Source: an optimization exercise on an open RTL-to-GDS flow (aim: small area). Production flows keep margins and buffers that such runs may drop.
Only simulation tests tie the RTL to the original design; equivalence was not proved.
Power is estimated from default activity; no workload was simulated.

File: config.mk
export PLATFORM = sky130hd
export DESIGN_NAME = pipe_reg_file
export DESIGN_NICKNAME = pipe_reg_file
export VERILOG_FILES = /design/flow/design.v
export SDC_FILE = /design/flow/constraint.sdc
export NUM_CORES = 4
export LEC_CHECK = 0
export CAP_MARGIN = 0
export CORE_MARGIN = 2
export CORE_UTILIZATION = 45
export CTS_BUF_LIST = sky130_fd_sc_hd__clkbuf_8
export CTS_CLUSTER_DIAMETER = 60
export CTS_CLUSTER_SIZE = 14
export SLEW_MARGIN = 0
export SYNTH_HIERARCHICAL = 1
export SYNTH_MINIMUM_KEEP_SIZE = 0
File: constraint.sdc
create_clock -name core_clock -period 8.0 [get_ports {clock}]
set_input_delay 1.6000 -clock core_clock [delete_from_list [all_inputs] [get_ports {clock}]]
set_output_delay 1.6000 -clock core_clock [all_outputs]
set_load 0.01 [all_outputs]
File: design.v
module pipe_reg_file #(
    parameter int unsigned DATA_W   = 32'd32,
    parameter int unsigned ADDR_W   = 32'd5,
    parameter int unsigned NUM_RD   = 32'd2,
    parameter int unsigned ZERO_REG = 32'd1
) (
    input  logic                       clock,
    input  logic                       reset,
    input  logic [NUM_RD*ADDR_W-1:0]   rd_addr,
    output logic [NUM_RD*DATA_W-1:0]   rd_data,
    output logic [NUM_RD-1:0]          rd_busy,
    input  logic                       wr_enable,
    input  logic [ADDR_W-1:0]          wr_addr,
    input  logic [DATA_W-1:0]          wr_data,
    input  logic                       issue_valid,
    input  logic [ADDR_W-1:0]          issue_addr,
    output logic [ADDR_W:0]            busy_count
);
    localparam int unsigned DEPTH = 32'd1 << ADDR_W;    
    localparam int unsigned NGRP  = (DEPTH - 1) / 3;    
    logic [DEPTH-1:1][DATA_W-1:0] regs_r;
    logic [DEPTH-1:1][DATA_W-1:0] regs_next_s;
    logic [DEPTH-1:1]  valid_r;
    logic [DEPTH-1:1]  busy_r;
    logic [ADDR_W:0]   busy_count_r;
    logic [DEPTH-1:1]  wr_dec_s;
    logic [DEPTH-1:1]  wr_dec_n_s;
    logic [DEPTH-1:1]  iss_dec_s;
    logic              wr_was_busy_s;
    logic              iss_was_busy_s;
    logic              cnt_inc_s;
    logic              cnt_dec_s;
    always_comb begin
        for (int i = 1; i < int'(DEPTH); i++) begin
            wr_dec_s[i]   = wr_enable   && (wr_addr    == ADDR_W'(i));
            wr_dec_n_s[i] = !wr_dec_s[i];
            iss_dec_s[i]  = issue_valid && (issue_addr == ADDR_W'(i));
        end
    end
    for (genvar i = 1; i < int'(DEPTH); i++) begin : g_reg
        for (genvar b = 0; b < int'(DATA_W); b++) begin : g_bit
            pipe_reg_file_ld u_ld (
                .ld  (wr_dec_s[i]),
                .ldn (wr_dec_n_s[i]),
                .d   (wr_data[b]),
                .q   (regs_r[i][b]),
                .y   (regs_next_s[i][b])
            );
        end
    end
    always_ff @(posedge clock) begin
        regs_r <= regs_next_s;
    end
    always_comb begin
        wr_was_busy_s  = |(busy_r & wr_dec_s);
        iss_was_busy_s = |(busy_r & iss_dec_s);
        cnt_inc_s      = (|iss_dec_s) && !iss_was_busy_s;
        cnt_dec_s      = wr_was_busy_s && !(|(wr_dec_s & iss_dec_s));
    end
    always_ff @(posedge clock) begin
        if (reset) begin
            valid_r      <= '0;
            busy_r       <= '0;
            busy_count_r <= '0;
        end else begin
            valid_r <= valid_r | wr_dec_s;
            busy_r  <= (busy_r & ~wr_dec_s) | iss_dec_s;
            if (cnt_inc_s && !cnt_dec_s)      busy_count_r <= busy_count_r + 1'b1;
            else if (cnt_dec_s && !cnt_inc_s) busy_count_r <= busy_count_r - 1'b1;
        end
    end
    for (genvar k = 0; k < int'(NUM_RD); k++) begin : g_rd
        logic [ADDR_W-1:0] ra;
        logic [DEPTH-1:1]  dec;      
        logic [DEPTH-1:1]  sel;      
        assign ra = rd_addr[k*ADDR_W +: ADDR_W];
        always_comb begin
            for (int i = 1; i < int'(DEPTH); i++) begin
                dec[i] = (ra == ADDR_W'(i));
                sel[i] = dec[i] && valid_r[i];
            end
            rd_busy[k] = |(dec & (busy_r | wr_dec_s));
        end
        for (genvar b = 0; b < int'(DATA_W); b++) begin : g_bit
            logic [NGRP:0] part_n;   
            for (genvar g = 0; g < int'(NGRP); g++) begin : g_grp
                pipe_reg_file_aoi222 u_aoi (
                    .a1 (sel[3*g+1]), .a2 (regs_r[3*g+1][b]),
                    .b1 (sel[3*g+2]), .b2 (regs_r[3*g+2][b]),
                    .c1 (sel[3*g+3]), .c2 (regs_r[3*g+3][b]),
                    .y  (part_n[g])
                );
            end
            pipe_reg_file_nand2 u_last (
                .a (sel[DEPTH-1]), .b (regs_r[DEPTH-1][b]), .y (part_n[NGRP])
            );
            pipe_reg_file_nand11 u_or (
                .a (part_n), .y (rd_data[k*DATA_W + b])
            );
        end
    end
    assign busy_count = busy_count_r;
endmodule
module pipe_reg_file_ld (
    input  logic ld,
    input  logic ldn,
    input  logic d,
    input  logic q,
    output logic y
);
    assign y = (ld & d) | (ldn & q);
endmodule
module pipe_reg_file_aoi222 (
    input  logic a1, a2, b1, b2, c1, c2,
    output logic y
);
    assign y = !((a1 & a2) | (b1 & b2) | (c1 & c2));
endmodule
module pipe_reg_file_nand2 (
    input  logic a, b,
    output logic y
);
    assign y = !(a & b);
endmodule
module pipe_reg_file_nand11 (
    input  logic [10:0] a,
    output logic        y
);
    assign y = !(&a);
endmodule
File: run.sh
#!/bin/bash
# synth_recipe.tcl (not shown) runs the flow's synth.tcl, then flattens the netlist and writes it again
# the make line also repeats each setting of config.mk as NAME=value (left out here)
make -C /OpenROAD-flow-scripts/flow DESIGN_CONFIG=/design/flow/config.mk WORK_HOME=/design/flow/orfs CLKGATE_MAP_FILE= SYNTH_SCRIPT=/design/flow/synth_recipe.tcl finish
==> reports/qor.csv, run 1 <==
stage;metric;value;unit
power;p_leak;19.23;nW
yosys;syn_area;41370;um^2
setup_path;cp-start-kind;input port;
min_path;hold_class;reg2reg;
finish;utilization;0.5177;
power;vdd_ir_drop_max;0.0001484;V
yosys;synth_edf_count;0;
clocking;numClockSinks;1060;
yosys;ys_types;65;
clocking;clock_latency;780;ps
yosys;yosys_register_bits;1060;
placed_design;io_buffers;127;
grt;grt_max_degree;69;
power;p_sw;3.189;mW
finish;final_area;47310;um^2
floorplanning;core_area;91390;um^2
routing;wl_per_cell;39.22;um
floorplanning;die_x;307.2;um
yosys;syn_area_per_cell;11.53;um^2
floorplanning;start_util;0.4527;
sta;setup_viol_count_final;0;
run;maxCapViolations;0;
sta;slew_headroom;0.1948;
power;p_per_area;243.2;nW/um^2
floorplanning;num_io_pins;128;
setup_path;cp.required;6400;ps
setup_path;criticalPathCategory;in2out;
routing;wl;203.8;mm
clocking;cts_max_level;3;
yosys;synth_top_area_frac;0.5130;
yosys;async_flop_share;0;
placed_design;post_dp_cell_area;45550;um^2
routing;vias;41890;
yosys;synth_top_area_cell;dfxtp_1;
clocking;cts_tree;yes;
yosys;synthTopCellsByCount;dfxtp_1, a22o_1, a222oi_1, nand4_1, nor2_1;
run_status;status;finished clean;
grt;grt_overflow;0;
clocking;max-clock-path-buffers;3;
setup_path;crit_fanout;24;
setup_path;worstSetupEndpointType;primary output;
placed_design;hpwl;118.2;mm
sta;fmax;137.6;MHz
sta;finalHoldViolCount;0;
sta;fin_setup_tns;0;ps
sta;slew_violations;0;
yosys;synthesis.nets;3650;
grt;antenna_found_initial;10;
sta;hold-worst-slack;489.7;ps
placed_design;place_congestion;1.003;
setup_path;r2r_slack;3840;ps
routing;drc;0;
grt;grt_usage;0.4130;
power;p_seq_frac;0.614;
routing;firstDrtPassIters;11;
yosys;synth_most_common_cell;dfxtp_1;
grt;grt_pass1_vias;39060;
clocking;postCtsResizedCells;0;
finish;finalNetCount;4023;
clocking;postCtsSetupRepairBufs;0;
routing;viasPerCell;8.061;
clocking;cts-root-buf;clkbuf_8;
clocking;cts_buffers;94;
yosys;ys_warn_count;7;
sta;min_period_over_period;0.9083;
finish;final_layout_size_suffix_gt1_frac;0.1142;
grt;grt_pass1_wl;285.0;mm
floorplanning;dieArea;94370;um^2
floorplanning;num_rows;111;
yosys;ys_seq_area_frac;0.5130;
sta;clock-skew-final;34.08;ps
sta;rsz0062_at_grt;false;
finish;area.growth.synth_to_final;14.36;%
clocking;clkTransAtPathRegs;90;ps
sta;fin_crit;7266;ps
sta;worst_pin_slew;1208;ps
yosys;synth_ff_type;dfxtp_1;
setup_path;worstPathArrival;5670;ps
routing;drt_iter0_drc;9737;
finish;n_fill_cell;8208;
power;p_int;8.318;mW
power;clkPwrFrac;0.283;
clocking;holdBufCountCts;0;
power;power_frac_comb;0.103;
yosys;synthTopCellsByArea;dfxtp_1, a22o_1, a222oi_1, nand4_1, and3_1;
yosys;syn_inst;3588;
routing;postRouteAntennaNets;0;
power;switching_share;0.2771;
floorplanning;fp.dieH;307.2;um
==> state kept, by name (all words and copies together) (netlist names) <==
register / count
regs_r: 992
valid_r: 31
busy_r: 31
busy_count_r: 6
==> per-stage QoR <==
step                      power [mW]  instances  setup slack [ps]
final                          11.51       5196             733.8
after global routing           11.93       5191             797.9
after detailed placement       8.283       5051              1005
after CTS                      11.46       5189              1010
after global placement         8.241       5051              1037
after floorplan                7.781       3588              2171
==> power by group through the flow <==
stage          logic, mW  registers, mW  clock network, mW
2_1_floorplan      0.856           6.92                  0
3_3_place_gp        1.13           7.12                  0
6_report            1.19           7.06               3.26
3_5_place_dp        1.17           7.11                  0
4_1_cts             1.17           7.01               3.28
5_1_grt             1.28           7.17               3.47
==> cells in the final DEF (no fill, tap or decap), types with 65 or more instances in the layout <==
cell type	n
nor2_1	118
a222oi_1	641
nand3_1	78
nand4_1	133
dfxtp_1	1060
clkbuf_8	104
buf_4	187
nand2_1	84
or3_1	65
clkdlybuf4s50_1	123
a22o_1	996
==> per-layer routing <==
| layer | routed length [um] | vias to the layer above | GRT usage |
|---|---|---|---|
| li1 | - | 16980 | - |
| met2 | 81650 | 3758 | 0.5764 |
| met3 | 28720 | 728 | 0.1245 |
| met1 | 77810 | 20420 | 0.5502 |
| met4 | 15610 | 2 | 0.2697 |
| met5 | 13 | - | 0.001034 |
==> kinds of logic after synthesis <==
logic type,after synthesis,synth area share
AO/OA/AOI/OAI,1807,0.3943
XOR/XNOR,6,0.001271
adder cells (fa/ha/maj),6,0.001996
buffers and inverters,77,0.007501
flip-flops,1060,0.5130
multiplexers,3,0.0007562
AND/OR/NAND/NOR,629,0.08121
==> Yosys stat by module (local to each module, per instance) <==
module	flip-flops and latches	cell area (um^2)	copies in the design	cells inside
pipe_reg_file	1060	24510	1	1636
pipe_reg_file_aoi222	0	10.01	640	1
pipe_reg_file_ld	0	8.758	992	1
pipe_reg_file_nand11	0	23.77	64	4
pipe_reg_file_nand2	0	3.754	64	1
==> critical path, stage by stage <==
cell             delay [ps]
clkdlybuf4s50_1         670
inv_1                   180
nor2_1                  710
and3_2                  530
buf_4                   480
a222oi_1                180
nand4_1                 290
or3_1                   380
clkdlybuf4s50_1         610
==> worst paths after layout <==
| check | start | end | cells past startpoint |
|---|---|---|---|
| max | rd_addr[2] | rd_data[21] | 9 |
| min reg2reg | valid_r[14] | valid_r[14] | 2 |
| max reg2reg | busy_r[7] | busy_count_r[5] | 14 |
| min | valid_r[14] | valid_r[14] | 2 |
==> cell type report <==
| type | count | area [um^2] | area share |
|---|---|---|---|
| Sequential cell | 1060 | 21220 | 0.4486 |
| Multi-Input combinational cell | 2451 | 20010 | 0.4229 |
| Timing Repair Buffer | 316 | 2695 | 0.05697 |
| Tap cell | 1186 | 1484 | 0.03137 |
| Clock buffer | 104 | 1431 | 0.03026 |
| Clock inverter | 34 | 311.5 | 0.006586 |
| Inverter | 38 | 142.6 | 0.003015 |
| Antenna cell | 7 | 17.52 | 0.0003703 |
==> inputs of run 2 (changes only) <==
--- a/config.mk
+++ b/config.mk
@@ -8,9 +8,10 @@
 export CAP_MARGIN = 0
 export CORE_MARGIN = 2
 export CORE_UTILIZATION = 45
-export CTS_BUF_LIST = sky130_fd_sc_hd__clkbuf_8
-export CTS_CLUSTER_DIAMETER = 60
-export CTS_CLUSTER_SIZE = 14
+export CTS_BUF_LIST = sky130_fd_sc_hd__clkbuf_16
+export CTS_CLUSTER_DIAMETER = 80
+export CTS_CLUSTER_SIZE = 28
+export GPL_TIMING_DRIVEN = 0
 export SLEW_MARGIN = 0
 export SYNTH_HIERARCHICAL = 1
 export SYNTH_MINIMUM_KEEP_SIZE = 0
==> run 2 against run 1 <==
Effect of this change: now fails the layout checks on capacitance limit, slew limit, setup timing; largest power group unchanged; critical path type unchanged; core utilization rose by 0.83 points; sequential share of layout area decreased by 0.70 points; register-to-register slack improved by 130 ps; final area grew 1.6%.
==> reports/qor.csv, run 2 <==
stage;metric;value;unit;change
finish;top_regs;regs_r: 992 flops, busy_r: 31 flops, valid_r: 31 flops;;unchanged
yosys;synth_ff_type;dfxtp_1;;unchanged
routing;postRouteAntennaNets;0;;unchanged
placed_design;hpwl;124.5;mm;was 118.2 mm
setup_path;slowest_delay;940;ps;was 710 ps
yosys;ys_types;65;;unchanged
routing;drc;0;;unchanged
yosys;yosys_register_bits;1060;;unchanged
run_status;status;finished with violations;;was finished clean
finish;finalNetCount;3927;;was 4,023
floorplanning;fp.dieH;307.2;um;unchanged
power;vdd_ir_drop_max;0.0001667;V;was 0.0001484 V
sta;hold-worst-slack;493.1;ps;was 489.7 ps
yosys;synth_most_common_cell;dfxtp_1;;unchanged
yosys;syn_inst;3588;;unchanged
clocking;cts_tree;yes;;unchanged
sta;clock-skew-final;39.97;ps;was 34.08 ps
yosys;synth_top_area_cell;dfxtp_1;;unchanged
grt;grt_pass1_vias;39490;;was 39,060
clocking;cts_max_level;2;;was 3
finish;multi_input_area;19980;um^2;was 20,010 um^2
clocking;clkTransAtPathRegs;110;ps;was 90 ps
sta;fin_crit;8107;ps;was 7266 ps
finish;utilization;0.5259;;was 0.5177
sta;finalHoldViolCount;0;;unchanged
sta;worst_slack;-106.5;ps;was 733.8 ps
clocking;holdBufCountCts;0;;unchanged
floorplanning;num_io_pins;128;;unchanged
finish;area.growth.synth_to_final;16.19;%;was 14.36%
floorplanning;die_x;307.2;um;unchanged
yosys;synthesis.nets;3650;;unchanged
floorplanning;dieArea;94370;um^2;unchanged
yosys;synth_top_area_frac;0.5130;;unchanged
setup_path;cp.required;6400;ps;about the same
floorplanning;start_util;0.4527;;unchanged
clocking;postCtsResizedCells;0;;unchanged
finish;final_common_cell;dfxtp_1;;unchanged
setup_path;worstSetupEndpointType;primary output;;unchanged
clocking;cts_buffers;50;;was 94
sta;rsz0062_at_grt;false;;unchanged
finish;final_cell_mix;dfxtp_1, a22o_1, a222oi_1;;unchanged
setup_path;path_cells;clkdlybuf4s50_1 -> and4bb_2 -> nand2_2 -> inv_2 -> o21ai_0 -> nand3_1 -> o311a_1 -> or4b_1 -> clkdlybuf4s50_1;;was clkdlybuf4s50_1 -> inv_1 -> nor2_1 -> and3_2 -> buf_4 -> a222oi_1 -> nand4_1 -> or3_1 -> clkdlybuf4s50_1
yosys;ys_seq_area_frac;0.5130;;unchanged
routing;firstDrtPassIters;13;;was 11
finish;final_layout_size_suffix_gt1_frac;0.08575;;was 0.1142
routing;vias;41520;;was 41,890
setup_path;criticalPathCategory;in2out;;unchanged
finish;n_fill_cell;8013;;was 8,208
clocking;clock_latency;690;ps;was 780 ps
grt;antenna_found_initial;13;;was 10
finish;largest_reg_flops;992;;unchanged
yosys;synthTopCellsByCount;dfxtp_1, a22o_1, a222oi_1, nand4_1, nor2_1;;unchanged
setup_path;crit_fanout;36;;was 24
yosys;syn_area_per_cell;11.53;um^2;unchanged
power;p_leak;19.22;nW;was 19.23 nW
sta;slew_headroom;-0.02603;;was 0.1948
floorplanning;core_area;91390;um^2;unchanged
yosys;ys_warn_count;7;;unchanged
grt;grt_overflow;0;;unchanged
setup_path;worst_path_max_delay_cell;nand2_2;;was nor2_1
finish;ff_latch_area;21220;um^2;unchanged
yosys;syn_area;41370;um^2;unchanged
setup_path;crit_top_cell;clkdlybuf4s50_1;;unchanged
routing;viasPerCell;8.160;;was 8.061
finish;top_register;regs_r;;unchanged
sta;fmax;123.4;MHz;was 137.6 MHz
placed_design;place_congestion;1.007;;was 1.003
sta;setup_viol_count_final;1;;was 0
setup_path;worstPathArrival;6510;ps;was 5670 ps
sta;slew_violations;9;;was 0
routing;drt_iter0_drc;8883;;was 9,737
grt;grt_max_degree;38;;was 69
clocking;max-clock-path-buffers;3;;unchanged
clocking;postCtsSetupRepairBufs;0;;unchanged
sta;min_period_over_period;1.013;;was 0.9083
run_status;so.violations;capacitance limit, slew limit, setup timing;;
clocking;numClockSinks;1060;;unchanged
setup_path;cp-start-kind;input port;;unchanged
floorplanning;num_rows;111;;unchanged
clocking;cts-root-buf;clkbuf_16;;was clkbuf_8
placed_design;io_buffers;120;;was 127
yosys;synth_edf_count;0;;unchanged
routing;wl;203.4;mm;was 203.8 mm
run;maxCapViolations;1;;was 0
sta;worst_pin_slew;1536;ps;was 1208 ps
grt;grt_usage;0.4102;;was 0.4130
grt;grt_pass1_wl;283.7;mm;was 285.0 mm
min_path;hold_class;reg2reg;;unchanged
routing;wl_per_cell;39.98;um;was 39.22 um
power;p_per_area;238.7;nW/um^2;was 243.2 nW/um^2
yosys;synthTopCellsByArea;dfxtp_1, a22o_1, a222oi_1, nand4_1, and3_1;;unchanged
yosys;async_flop_share;0;;unchanged
[run 2: logic make-up after synthesis]
group | Yosys count | synth area share
compound gates | 1807 | 0.3943
xor+xnor | 6 | 0.001271
fa+ha+maj | 6 | 0.001996
buf+inv | 77 | 0.007501
flops | 1060 | 0.5130
mux | 3 | 0.0007562
simple gates | 629 | 0.08121
[run 2: area by class of cell]
| type | instances | share of cell area |
|---|---|---|
| Sequential cell | 1060 | 0.4415 |
| Multi-Input combinational cell | 2451 | 0.4157 |
| Timing Repair Buffer | 225 | 0.07091 |
| Tap cell | 1186 | 0.03087 |
| Clock buffer | 51 | 0.02655 |
| Clock inverter | 31 | 0.007654 |
| Buffer | 39 | 0.003488 |
| Inverter | 38 | 0.002968 |
| Antenna cell | 7 | 0.0003645 |
[run 2: metal layers]
metal,track usage,wire length (um),vias to the layer above
met3,0.1383,29750,860
met4,0.2988,17010,8
met2,0.5784,81230,3719
met1,0.5202,75360,20120
li1,-,-,16820
met5,0,44,-
[run 2: through the flow]
step	std cells	TNS (ps)	setup WS, ps	power, mW	cell area, um^2
floorplan	3588	0	2171	7.781	41370
global placement	4894	-13230	-1561	8.180	44050
detailed placement	4997	0	213.8	8.252	46380
CTS	5079	0	191.1	11.42	48020
global route	5082	0	15.24	11.86	48050
finish	5088	-106.5	-106.5	11.47	48060
[run 2: worst paths after layout]
kind / from / endpoint / slack [ps] / cells past startpoint
min: valid_r[19] / valid_r[19] / 490 / 2
max: wr_addr[1] / rd_busy[1] / -110 / 9
min reg2reg: valid_r[19] / valid_r[19] / 490 / 2
max reg2reg: busy_r[26] / busy_count_r[5] / 3970 / 15
[run 2: power by group]
group          switching [mW]  leakage, nW  internal, mW
combinational           0.468         9.60         0.717
clock                    1.91        0.819          1.35
sequential              0.765         8.81          6.27
[run 2: Yosys stat by module, one instance, submodules excluded]
module,times used,cells inside,cell area [um^2],flops+latches
pipe_reg_file,1,1636,24510,1060
pipe_reg_file_aoi222,640,1,10.01,0
pipe_reg_file_ld,992,1,8.758,0
pipe_reg_file_nand11,64,4,23.77,0
pipe_reg_file_nand2,64,1,3.754,0
[run 2: critical path: cells and delay by family]
kind	cells	cell delay, ps
AND/OR/NAND/NOR	4	2130
AO/OA/AOI/OAI	2	730
buffers and inverters	3	2000
==> inputs of run 3 (changes only) <==
--- a/config.mk
+++ b/config.mk
@@ -11,7 +11,6 @@
 export CTS_BUF_LIST = sky130_fd_sc_hd__clkbuf_16
 export CTS_CLUSTER_DIAMETER = 80
 export CTS_CLUSTER_SIZE = 28
-export GPL_TIMING_DRIVEN = 0
 export SLEW_MARGIN = 0
 export SYNTH_HIERARCHICAL = 1
 export SYNTH_MINIMUM_KEEP_SIZE = 0
==> run 3 against run 2 <==
Effect of this change: sequential power barely moved; worst setup slack improved by 910 ps; synthesized area did not move; final cell count rose by 0.98%; count of clock-buffer cells in the layout rose by 2; via count rose by 0.36%; critical path depth did not move; power rose by 0.26%; register-to-register slack got worse by 150 ps; now clean on timing, DRC and antenna; routed wire length fell by 0.30%; sequential cell count did not move; largest cell class unchanged; final area fell by 1.7%.
==> reports/qor.csv, run 3 <==
stage;metric;value;unit;change
run_status;status;finished clean;;was finished with violations
setup_path;criticalPathCategory;in2out;;unchanged
yosys;syn_area;41370;um^2;unchanged
setup_path;worstPathArrival;5600;ps;was 6510 ps
sta;worst_slack;802.2;ps;was -106.5 ps
routing;postRouteAntennaNets;0;;unchanged
placed_design;hpwl;118.2;mm;was 124.5 mm
yosys;syn_inst;3588;;unchanged
setup_path;critical-path-top-delay-family;simple AND/OR/NAND/NOR gates;;unchanged
grt;grt_usage;0.4089;;was 0.4102
routing;drt_iter0_drc;9998;;was 8,883
yosys;synth_top_area_frac;0.5130;;unchanged
finish;final_common_cell;dfxtp_1;;unchanged
sta;fmax;138.9;MHz;was 123.4 MHz
setup_path;cp-start-kind;input port;;unchanged
clocking;numClockSinks;1060;;unchanged
finish;n_fill_cell;8168;;was 8,013
sta;worst_pin_slew;1213;ps;was 1536 ps
sta;setup_viol_count_final;0;;was 1
yosys;synthTopCellsByCount;dfxtp_1, a22o_1, a222oi_1, nand4_1, nor2_1;;unchanged
finish;final_layout_size_suffix_gt1_frac;0.1021;;was 0.08575
sta;clock-skew-final;24.68;ps;was 39.97 ps
setup_path;cp.required;6400;ps;about the same
placed_design;io_buffers;127;;was 120
power;vdd_ir_drop_max;0.0001596;V;was 0.0001667 V
grt;grt_max_degree;69;;was 38
finish;largest_reg_flops;992;;unchanged
yosys;ys_warn_count;7;;unchanged
sta;finalHoldViolCount;0;;unchanged
clocking;cts-root-buf;clkbuf_16;;unchanged
sta;min_period_over_period;0.8997;;was 1.013
setup_path;reg2regPathDepth;14;;was 15
setup_path;worstSetupEndpointType;primary output;;unchanged
setup_path;timing.rr.start;busy_r[7];;was busy_r[26]
finish;area.growth.synth_to_final;14.20;%;was 16.19%
yosys;synth_edf_count;0;;unchanged
setup_path;crit_top_cell;clkdlybuf4s50_1;;unchanged
placed_design;place_congestion;1.003;;was 1.007
finish;utilization;0.5169;;was 0.5259
clocking;holdBufCountCts;0;;unchanged
routing;vias;41670;;was 41,520
grt;grt_pass1_vias;38680;;was 39,490
routing;wl;202.8;mm;was 203.4 mm
yosys;synthesis.nets;3650;;unchanged
clocking;cts_tree;yes;;unchanged
setup_path;crit_fanout;23;;was 36
clocking;clkTransAtPathRegs;80;ps;was 110 ps
run;maxCapViolations;0;;was 1
floorplanning;start_util;0.4527;;unchanged
sta;slew_headroom;0.1916;;was -0.02603
setup_path;path_buf_inv;4;;was 3
routing;drc;0;;unchanged
finish;finalNetCount;3980;;was 3,927
yosys;synth_ff_type;dfxtp_1;;unchanged
yosys;ys_seq_area_frac;0.5130;;unchanged
floorplanning;die_x;307.2;um;unchanged
min_path;hold_class;reg2reg;;unchanged
yosys;ys_types;65;;unchanged
setup_path;slowest_delay;1110;ps;was 940 ps
clocking;postCtsSetupRepairBufs;0;;unchanged
floorplanning;num_io_pins;128;;unchanged
setup_path;r2r_slack;3820;ps;was 3970 ps
yosys;synthTopCellsByArea;dfxtp_1, a22o_1, a222oi_1, nand4_1, and3_1;;unchanged
power;p_leak;19.14;nW;was 19.22 nW
floorplanning;num_rows;111;;unchanged
yosys;syn_area_per_cell;11.53;um^2;unchanged
yosys;async_flop_share;0;;unchanged
sta;slew_violations;0;;was 9
clocking;clock_latency;690;ps;about the same
clocking;max-clock-path-buffers;3;;unchanged
setup_path;endpoint;rd_data[43];;was rd_busy[1]
finish;final_cell_mix;dfxtp_1, a22o_1, a222oi_1;;unchanged
routing;firstDrtPassIters;14;;was 13
setup_path;startpoint;rd_addr[8];;was wr_addr[1]
routing;viasPerCell;8.110;;was 8.160
sta;rsz0062_at_grt;false;;unchanged
sta;fin_crit;7198;ps;was 8107 ps
grt;grt_pass1_wl;282.6;mm;was 283.7 mm
power;power;11.50;mW;was 11.47 mW
routing;wl_per_cell;39.47;um;was 39.98 um
yosys;synth_top_area_cell;dfxtp_1;;unchanged
clocking;cts_max_level;2;;unchanged
setup_path;path_cells;clkdlybuf4s50_1 -> inv_1 -> nor2_1 -> and3_2 -> buf_4 -> a222oi_1 -> nand3_1 -> or3_1 -> clkdlybuf4s50_1;;was clkdlybuf4s50_1 -> and4bb_2 -> nand2_2 -> inv_2 -> o21ai_0 -> nand3_1 -> o311a_1 -> or4b_1 -> clkdlybuf4s50_1
setup_path;worst_path_max_delay_cell;and3_2;;was nand2_2
placed_design;place_ws;1005;ps;was 213.8 ps
yosys;yosys_register_bits;1060;;unchanged
floorplanning;dieArea;94370;um^2;unchanged
setup_path;worst-path-stages;9;;unchanged
floorplanning;core_area;91390;um^2;unchanged
grt;grt_overflow;0;;unchanged
sta;hold-worst-slack;489.4;ps;was 493.1 ps
sta;fin_setup_tns;0;ps;was -106.5 ps
floorplanning;fp.dieH;307.2;um;unchanged
power;p_per_area;243.5;nW/um^2;was 238.7 nW/um^2
finish;top_register;regs_r;;unchanged
setup_path;r2r_end;busy_count_r[5];;unchanged
finish;top_regs;regs_r: 992 flops, busy_r: 31 flops, valid_r: 31 flops;;unchanged
grt;antenna_found_initial;7;;was 13
yosys;synth_most_common_cell;dfxtp_1;;unchanged
clocking;cts_buffers;51;;was 50
clocking;postCtsResizedCells;0;;unchanged
==> run 3: cell types whose count changed in the layout (fill, tap and decap cells not counted), moves of 3 or more <==
cell / before / now
inv_6: 10 / 2
clkinv_4: 1 / 5
buf_12: 84 / 2
buf_2: 18 / 4
clkdlybuf4s50_1: 110 / 123
buf_16: 20 / 0
buf_4: 3 / 187
clkbuf_1: 28 / 0
nor4bb_1: 3 / 0
inv_12: 0 / 3
==> run 3: power by group <==
group	leakage (nW)	switching [mW]	internal (mW)	total, mW
logic	9.53	0.465	0.723	1.19
clock network	0.812	1.92	1.33	3.26
registers	8.81	0.790	6.27	7.06
==> run 3: worst min path at each step <==
stage | start | endpoint | cells past startpoint | slack (ps)
final | valid_r[23] | valid_r[23] | 2 | 490
after detailed placement | valid_r[14] | valid_r[14] | 2 | 460
after global placement | valid_r[23] | valid_r[23] | 2 | 450
after global routing | regs_r[235] | regs_r[235] | 1 | 520
after CTS | valid_r[14] | valid_r[14] | 2 | 490
after floorplan | valid_r[10] | valid_r[10] | 2 | 450
==> run 3: cell families (layout without fill, tap and decap cells) <==
group	count (synthesis)	count (layout)	synth area share
simple gates	629	629	0.08121
other cells	0	6	0
compound gates	1807	1807	0.3943
xor+xnor	6	6	0.001271
buf+inv	77	435	0.007501
mux	3	3	0.0007562
fa+ha+maj	6	6	0.001996
flops	1060	1060	0.5130
==> run 3: per-layer routing <==
metal | global-route usage | vias to the layer above | wire length [um]
li1 | - | 16890 | -
met2 | 0.5703 | 3698 | 81180
met4 | 0.2685 | 4 | 15200
met3 | 0.1228 | 695 | 29060
met1 | 0.5448 | 20380 | 77320
met5 | 0 | - | 29
==> run 3: final cells by class <==
type                       instances  area (um^2)  area share
antenna                            6        15.01   0.0003178
clock buffer                      53         1326     0.02808
clock inverter                    28        350.3    0.007416
inverter                          38        142.6    0.003019
multi-input combinational       2451        20010      0.4235
sequential                      1060        21220      0.4492
tap                             1186         1484     0.03141
timing repair buffer             316         2695     0.05705
==> run 3: worst register-to-register path: cells and delay by family (launching register included) <==
kind,cells,cell delay [ps]
fa+ha+maj,2,500
xor+xnor,1,140
buf+inv,1,140
simple gates,5,1350
compound gates,5,1560
flops,1,380
==> run 3: per-module statistics from Yosys, one instance, submodules excluded <==
module	times used	cells inside	cell area, um^2	flip-flops and latches
pipe_reg_file	1	1636	24510	1060
pipe_reg_file_nand11	64	4	23.77	0
pipe_reg_file_aoi222	640	1	10.01	0
pipe_reg_file_ld	992	1	8.758	0
pipe_reg_file_nand2	64	1	3.754	0
==> run 3: per-stage QoR <==
| step | instance area, um^2 | std cells |
|---|---|---|
| global placement | 45550 | 5051 |
| CTS | 47220 | 5132 |
| finish | 47240 | 5138 |
| detailed placement | 45550 | 5051 |
| floorplan | 41370 | 3588 |
| global route | 47230 | 5133 |
==> inputs of run 4 (changes only) <==
==> flow/run.sh (new file) <==
#!/bin/bash
set -e
export BUFFER_PORTS_ARGS="-buffer_cell sky130_fd_sc_hd__buf_1"
bash standard.sh > standard.log 2>&1
==> standard.sh (new file) <==
#!/bin/bash
# synth_recipe.tcl (not shown) runs the flow's synth.tcl, then flattens the netlist and writes it again
# the make line also repeats each setting of config.mk as NAME=value (left out here)
make -C /OpenROAD-flow-scripts/flow DESIGN_CONFIG=/design/flow/config.mk WORK_HOME=/design/flow/orfs CLKGATE_MAP_FILE= SYNTH_SCRIPT=/design/flow/synth_recipe.tcl "${@:-finish}"
removed: run.sh
==> run 4 against run 3 <==
Effect of this change: first-iteration DRC count is 3.0% lower; core utilization is 1.7 points lower; hold slack worse by 0.60 ps; critical path depth is 2 lower; via count is 0.44% lower; largest cell class unchanged.
==> reports/qor.csv, run 4 <==
stage;metric;value;unit;change
yosys;synthesis.nets;3650;;unchanged
floorplanning;num_io_pins;128;;unchanged
grt;grt_pass1_wl;278.9;mm;was 282.6 mm
yosys;synthTopCellsByArea;dfxtp_1, a22o_1, a222oi_1, nand4_1, and3_1;;unchanged
sta;fin_setup_tns;0;ps;unchanged
setup_path;worstPathArrival;5170;ps;was 5600 ps
clocking;max-clock-path-buffers;3;;unchanged
yosys;syn_area;41370;um^2;unchanged
clocking;clock_latency;680;ps;was 690 ps
routing;wl;198.9;mm;was 202.8 mm
clocking;cts_tree;yes;;unchanged
power;vdd_ir_drop_max;0.0002224;V;was 0.0001596 V
sta;clock-skew-final;44.03;ps;was 24.68 ps
routing;drc;0;;unchanged
finish;finalNetCount;3890;;was 3,980
finish;final_common_cell;dfxtp_1;;unchanged
sta;slew_headroom;0.09521;;was 0.1916
clocking;cts-root-buf;clkbuf_16;;unchanged
clocking;postCtsResizedCells;0;;unchanged
setup_path;r2r_slack;4370;ps;was 3820 ps
floorplanning;start_util;0.4527;;unchanged
grt;grt_overflow;0;;unchanged
setup_path;crit_top_cell;buf_1;;was clkdlybuf4s50_1
setup_path;worst_path_max_delay_cell;and3_2;;unchanged
finish;final_area;45670;um^2;was 47,240 um^2
finish;n_fill_cell;8314;;was 8,168
grt;grt_pass1_vias;38730;;was 38,680
yosys;ys_seq_area_frac;0.5130;;unchanged
routing;wl_per_cell;39.42;um;was 39.47 um
clocking;postCtsSetupRepairBufs;0;;unchanged
routing;drt_iter0_drc;9695;;was 9,998
finish;area.growth.synth_to_final;10.40;%;was 14.20%
finish;multi_input_area;20010;um^2;unchanged
grt;grt_usage;0.3996;;was 0.4089
yosys;syn_area_per_cell;11.53;um^2;unchanged
floorplanning;core_area;91390;um^2;unchanged
yosys;async_flop_share;0;;unchanged
min_path;hold_class;reg2reg;;unchanged
sta;setup_viol_count_final;0;;unchanged
floorplanning;die_x;307.2;um;unchanged
finish;ff_latch_area;21220;um^2;unchanged
sta;fmax;147.6;MHz;was 138.9 MHz
setup_path;crit_fanout;32;;was 23
clocking;cts_max_level;2;;unchanged
setup_path;worstSetupEndpointType;primary output;;unchanged
floorplanning;num_rows;111;;unchanged
power;p_per_area;248.6;nW/um^2;was 243.5 nW/um^2
placed_design;place_congestion;1.016;;was 1.003
floorplanning;dieArea;94370;um^2;unchanged
yosys;synth_most_common_cell;dfxtp_1;;unchanged
yosys;synth_top_area_cell;dfxtp_1;;unchanged
setup_path;criticalPathCategory;in2out;;unchanged
sta;rsz0062_at_grt;false;;unchanged
placed_design;hpwl;107.4;mm;was 118.2 mm
sta;min_period_over_period;0.8469;;was 0.8997
clocking;cts_buffers;49;;was 51
finish;top_register;regs_r;;unchanged
sta;slew_violations;0;;unchanged
finish;top_regs;regs_r: 992 flops, busy_r: 31 flops, valid_r: 31 flops;;unchanged
clocking;holdBufCountCts;0;;unchanged
yosys;ys_warn_count;7;;unchanged
grt;antenna_found_initial;8;;was 7
yosys;synth_ff_type;dfxtp_1;;unchanged
sta;finalHoldViolCount;0;;unchanged
routing;firstDrtPassIters;11;;was 14
grt;grt_max_degree;69;;unchanged
routing;postRouteAntennaNets;0;;unchanged
power;p_leak;18.33;nW;was 19.14 nW
setup_path;cp-start-kind;input port;;unchanged
setup_path;path_cells;buf_1 -> nor2_1 -> and3_2 -> a222oi_1 -> nand4_1 -> or3_1 -> buf_1;;was clkdlybuf4s50_1 -> inv_1 -> nor2_1 -> and3_2 -> buf_4 -> a222oi_1 -> nand3_1 -> or3_1 -> clkdlybuf4s50_1
finish;largest_reg_flops;992;;unchanged
finish;final_layout_size_suffix_gt1_frac;0.08037;;was 0.1021
sta;worst_pin_slew;1357;ps;was 1213 ps
yosys;ys_types;65;;unchanged
routing;viasPerCell;8.222;;was 8.110
setup_path;slowest_delay;700;ps;was 1110 ps
run_status;status;finished clean;;unchanged
yosys;synthTopCellsByCount;dfxtp_1, a22o_1, a222oi_1, nand4_1, nor2_1;;unchanged
yosys;yosys_register_bits;1060;;unchanged
setup_path;cp.required;6400;ps;about the same
routing;vias;41490;;was 41,670
run;maxCapViolations;0;;unchanged
placed_design;io_buffers;127;;unchanged
clocking;clkTransAtPathRegs;90;ps;was 80 ps
yosys;synth_top_area_frac;0.5130;;unchanged
power;power;11.35;mW;was 11.50 mW
yosys;synth_edf_count;0;;unchanged
yosys;syn_inst;3588;;unchanged
floorplanning;fp.dieH;307.2;um;unchanged
clocking;numClockSinks;1060;;unchanged
finish;final_cell_mix;dfxtp_1, a22o_1, a222oi_1;;unchanged
placed_design;post_dp_cell_area;44090;um^2;was 45,550 um^2
sta;fin_crit;6775;ps;was 7198 ps
-- run 4: power breakdown --
group | internal (mW) | leakage [nW] | switching (mW)
logic | 0.692 | 8.74 | 0.458
clock network | 1.27 | 0.781 | 1.88
registers | 6.27 | 8.81 | 0.782
-- run 4: Yosys stat by module (local to each module, per instance) --
| module | area (um^2) | cells |
|---|---|---|
| pipe_reg_file_aoi222 | 10.01 | 1 |
| pipe_reg_file_ld | 8.758 | 1 |
| pipe_reg_file | 24510 | 1636 |
| pipe_reg_file_nand2 | 3.754 | 1 |
| pipe_reg_file_nand11 | 23.77 | 4 |
-- run 4: cell type report --
cell class                      instances  share of cell area
Clock buffer                           51             0.02795
Antenna cell                            3           0.0001644
Inverter                               38            0.003123
Clock inverter                         29            0.006384
Timing Repair Buffer                  228             0.02715
Multi-Input combinational cell       2451              0.4381
Sequential cell                      1060              0.4647
Tap cell                             1186             0.03249
-- run 4: path summary, 6_finish.rpt --
check                                  from         endpoint  cells past startpoint
worst min-delay path            valid_r[20]      valid_r[20]                      2
worst min register to register  valid_r[20]      valid_r[20]                      2
worst max-delay path             rd_addr[7]      rd_data[37]                      7
worst max register to register   busy_r[26]  busy_count_r[5]                     15
-- run 4: metrics by stage --
step           utilization  setup slack (ps)  instances  hold WS, ps
3_5_place_dp        0.4825              1479       4963        468.9
3_3_place_gp        0.4825              1501       4963        454.4
2_1_floorplan            -              2171       3588        446.1
6_report            0.4997              1225       5046        488.8
4_1_cts             0.4996              1471       5043        490.4
5_1_grt             0.4996              1267       5043        512.2
-- run 4: cells by family (layout without fill, tap and decap cells) --
kind of cell               Yosys count  in the layout  synth area share
and+or+nand+nor                    629            629           0.08121
muxes                                3              3         0.0007562
xor gates and xnor gates             6              6          0.001271
other                                0              3                 0
buffers and inverters               77            346          0.007501
AOI/OAI and AO/OA                 1807           1807            0.3943
DFF                               1060           1060            0.5130
adders and majority gates            6              6          0.001996
-- run 4: worst max-delay path, delay by kind of cell --
kind                   cells  cell delay [ps]
AND/OR/NAND/NOR            4             2310
AO/OA/AOI/OAI              1              450
buffers and inverters      2              770
-- run 4: routing by layer --
| metal | share of wire | vias up | GRT usage |
|---|---|---|---|
| met5 | 0.00017 | - | 0 |
| li1 | - | 16700 | - |
| met1 | 0.38 | 20220 | 0.5274 |
| met4 | 0.075 | 6 | 0.2572 |
| met2 | 0.40 | 3815 | 0.5587 |
| met3 | 0.15 | 739 | 0.1295 |

==> static timing again, ports no longer ideal <==
In the flow no input, the clock included, has a driving cell. The finished layouts below were timed again as built, in two steps.
Step 1, drivers: a clkbuf_16 drives clock and a buf_2 each remaining input, both assumed.
Step 2 times the ports against the registers' clock, not the clock port: input delays grow and output delays shrink by t, the midpoint of the rising clock arrivals with the driver on.
Slacks: ideal / step 1 / step 2; pairs: ideal / step 1.
| run | t, ns | setup slack, ns | hold slack, ns | worst setup path after step 2 | slew at the worst register clock pin (ns) |
|---|---|---|---|---|---|
| run 1 | 0.841 | 0.734 / 0.706 / 0.706 | 0.490 / 0.490 / 0.490 | input to output | 0.10 / 0.10 |
| run 2 | 0.740 | -0.107 / -0.130 / -0.130 | 0.493 / 0.493 / 0.493 | input to output | 0.11 / 0.11 |
| run 3 | 0.750 | 0.802 / 0.771 / 0.771 | 0.489 / 0.489 / 0.489 | input to output | 0.11 / 0.11 |
| run 4 | 0.736 | 1.225 / 1.199 / 1.199 | 0.489 / 0.489 / 0.489 | input to output | 0.11 / 0.11 |
The setup slack of run 3, which loses most, moves by -0.031 ns with the drivers and by -0.031 ns with both steps.
